Context: an optimization exercise on an open-source flow, tuned for small area, a short achievable clock period and few clock cycles per item. The choices shown serve that exercise and are no tape-out recipe. At most, simulation tests tie the RTL to the original design; equivalence was not proved. No activity file was given, so power comes from the tool's default toggle rates.

==> flow/design.v (excerpt) <==
module systolic_array_os #(
  parameter  int N      = 4,
  parameter  int DATA_W = 8,
  parameter  int ACC_W  = 24,
  parameter  int MAX_K  = 64,
  localparam int KW     = $clog2(MAX_K + 1),
  localparam int IW     = (N > 1) ? $clog2(N) : 1
) (
  input  logic                clk,
  input  logic                reset_n,
  input  logic                start,
  input  logic [KW-1:0]       k_len,
  input  logic                in_valid,
  output logic                in_ready,
  input  logic [N*DATA_W-1:0] a_vec,
  input  logic [N*DATA_W-1:0] b_vec,
  output logic                out_valid,
  input  logic                out_ready,
  output logic [IW-1:0]       out_idx,
  output logic [N*ACC_W-1:0]  out_row,
  output logic                busy,
  output logic                done
);
Settings: LEC_CHECK=0, CAP_MARGIN=20, CORE_MARGIN=2, CORE_UTILIZATION=55, SLEW_MARGIN=20, SYNTH_HIERARCHICAL=1; clock period 9.0 ns.
standard.sh (not shown) runs the stock make flow with config.mk's settings and CLKGATE_MAP_FILE= SYNTH_SCRIPT=/design/flow/synth_recipe.tcl, a recipe that flattens the netlist after the stock synthesis.
==> flow/flow/run.sh <==
#!/bin/bash
# The standard layout (standard.sh: the standard synthesis, floorplan, placement,
# CTS, routing) with three settings changed: the timing repair steps aim at a 6 ns
# setup margin (a 3 ns period) instead of the design's 9 ns period, they repair only
# the worst path (TNS_END_PERCENT=0), and the port buffers are buf_4 cells.
# Make's full output goes to standard.log; each ORFS step also keeps its own log under
# orfs/logs/.
set -euo pipefail
bash standard.sh SETUP_SLACK_MARGIN=6.0 TNS_END_PERCENT=0 \
  "BUFFER_PORTS_ARGS=-buffer_cell sky130_fd_sc_hd__buf_4" finish > standard.log 2>&1
Testbench counts at the start, summed over its fixed seeds: cycles 15,559, jobs 384.
Next try:
--- a/flow/design.v
+++ b/flow/design.v
@@ -213,33 +213,33 @@
     wire g40 = g8 | (p8 & g38);
     wire g41 = g19 | (p19 & g38);
     wire g42 = g20 | (p20 & g38);
     wire g43 = g29 | (p29 & g38);
     wire g44 = g30 | (p30 & g38);
     assign res[j][0] = p[0];
-    sa_xor u_x1 (.a(p[1]), .b(g[0]), .y(res[j][1]));
-    sa_xor u_x2 (.a(p[2]), .b(g0), .y(res[j][2]));
-    sa_xor u_x3 (.a(p[3]), .b(g11), .y(res[j][3]));
-    sa_xor u_x4 (.a(p[4]), .b(g12), .y(res[j][4]));
-    sa_xor u_x5 (.a(p[5]), .b(g21), .y(res[j][5]));
-    sa_xor u_x6 (.a(p[6]), .b(g22), .y(res[j][6]));
-    sa_xor u_x7 (.a(p[7]), .b(g23), .y(res[j][7]));
-    sa_xor u_x8 (.a(p[8]), .b(g24), .y(res[j][8]));
-    sa_xor u_x9 (.a(p[9]), .b(g31), .y(res[j][9]));
-    sa_xor u_x10 (.a(p[10]), .b(g32), .y(res[j][10]));
-    sa_xor u_x11 (.a(p[11]), .b(g33), .y(res[j][11]));
-    sa_xor u_x12 (.a(p[12]), .b(g34), .y(res[j][12]));
-    sa_xor u_x13 (.a(p[13]), .b(g35), .y(res[j][13]));
-    sa_xor u_x14 (.a(p[14]), .b(g36), .y(res[j][14]));
-    sa_xor u_x15 (.a(p[15]), .b(g37), .y(res[j][15]));
-    sa_xor u_x16 (.a(p[16]), .b(g38), .y(res[j][16]));
-    sa_xor u_x17 (.a(p[17]), .b(g39), .y(res[j][17]));
-    sa_xor u_x18 (.a(p[18]), .b(g40), .y(res[j][18]));
-    sa_xor u_x19 (.a(p[19]), .b(g41), .y(res[j][19]));
-    sa_xor u_x20 (.a(p[20]), .b(g42), .y(res[j][20]));
-    sa_xor u_x21 (.a(p[21]), .b(g43), .y(res[j][21]));
+    assign res[j][1] = p[1] ^ g[0];
+    assign res[j][2] = p[2] ^ g0;
+    assign res[j][3] = p[3] ^ g11;
+    assign res[j][4] = p[4] ^ g12;
+    assign res[j][5] = p[5] ^ g21;
+    assign res[j][6] = p[6] ^ g22;
+    assign res[j][7] = p[7] ^ g23;
+    assign res[j][8] = p[8] ^ g24;
+    assign res[j][9] = p[9] ^ g31;
+    assign res[j][10] = p[10] ^ g32;
+    assign res[j][11] = p[11] ^ g33;
+    assign res[j][12] = p[12] ^ g34;
+    assign res[j][13] = p[13] ^ g35;
+    assign res[j][14] = p[14] ^ g36;
+    assign res[j][15] = p[15] ^ g37;
+    assign res[j][16] = p[16] ^ g38;
+    assign res[j][17] = p[17] ^ g39;
+    assign res[j][18] = p[18] ^ g40;
+    assign res[j][19] = p[19] ^ g41;
+    assign res[j][20] = p[20] ^ g42;
+    assign res[j][21] = p[21] ^ g43;
   end
   always_ff @(posedge clk) begin
     for (int j = 0; j < N; j++)
       if (load) out_q[j] <= res[j];
   end
   always_comb begin
@@ -2843,9 +2843,6 @@
   assign co = (a & b) | (a & c) | (b & c);
 endmodule
 module sa_ha (input logic a, b, output logic s, co);
   assign s  = a ^ b;
   assign co = a & b;
 endmodule
-module sa_xor (input logic a, b, output logic y);
-  assign y = a ^ b;
-endmodule
Wire length increases by about 1%.
Cell area increases by 1.1%.
Flip-flop and latch count stays the same.
Worst setup slack degrades by 0.24 ns.
Global-route usage is about the same.
Critical path depth increases by 12.
Clock skew increases by 0.012 ns.
Combinational power increases by about 2%.
Synthesized cell count decreases by 0.91%.
First-iteration DRC count increases by about 9%.
Non-clock buffer count increases by 39.
Utilization increases by 0.55 points.
Synthesized area hardly moves.
Maximum frequency decreases by 6.9%.
Only the layout flow was run in the second run of this note; the RTL was not checked for function there.

==> static timing again, ports no longer ideal <==
Ports are ideal in the flow. The routed layouts listed here were re-timed in OpenROAD.
Step 1 assumes that a clkbuf_16 drives the clock port and a buf_2 every other input.
Step 2 times the ports against the registers' clock, not the clock port: input delays grow and output delays shrink by t, the midpoint of the rising clock arrivals with the driver on.
Slacks: no drivers / after step 1 / after step 2; pairs: no drivers / after step 1.
| run | t, ns | setup slack, ns | hold WS [ns] | latest minus earliest clock arrival (ns) | worst slew at a driven data input, ns |
|---|---|---|---|---|---|
| the first run | 0.748 | 5.813 / 5.740 / 5.253 | 0.438 / 0.438 / 0.438 | 0.024 / 0.023 | 0.15 |
| the second run | 0.754 | 5.577 / 5.577 / 5.055 | 0.352 / 0.352 / 0.352 | 0.036 / 0.035 | 0.06 |
After both steps setup and hold are still met in every run listed. The setup slack of the first run, which loses most, moves by -0.073 ns with the drivers and by -0.560 ns with both steps.
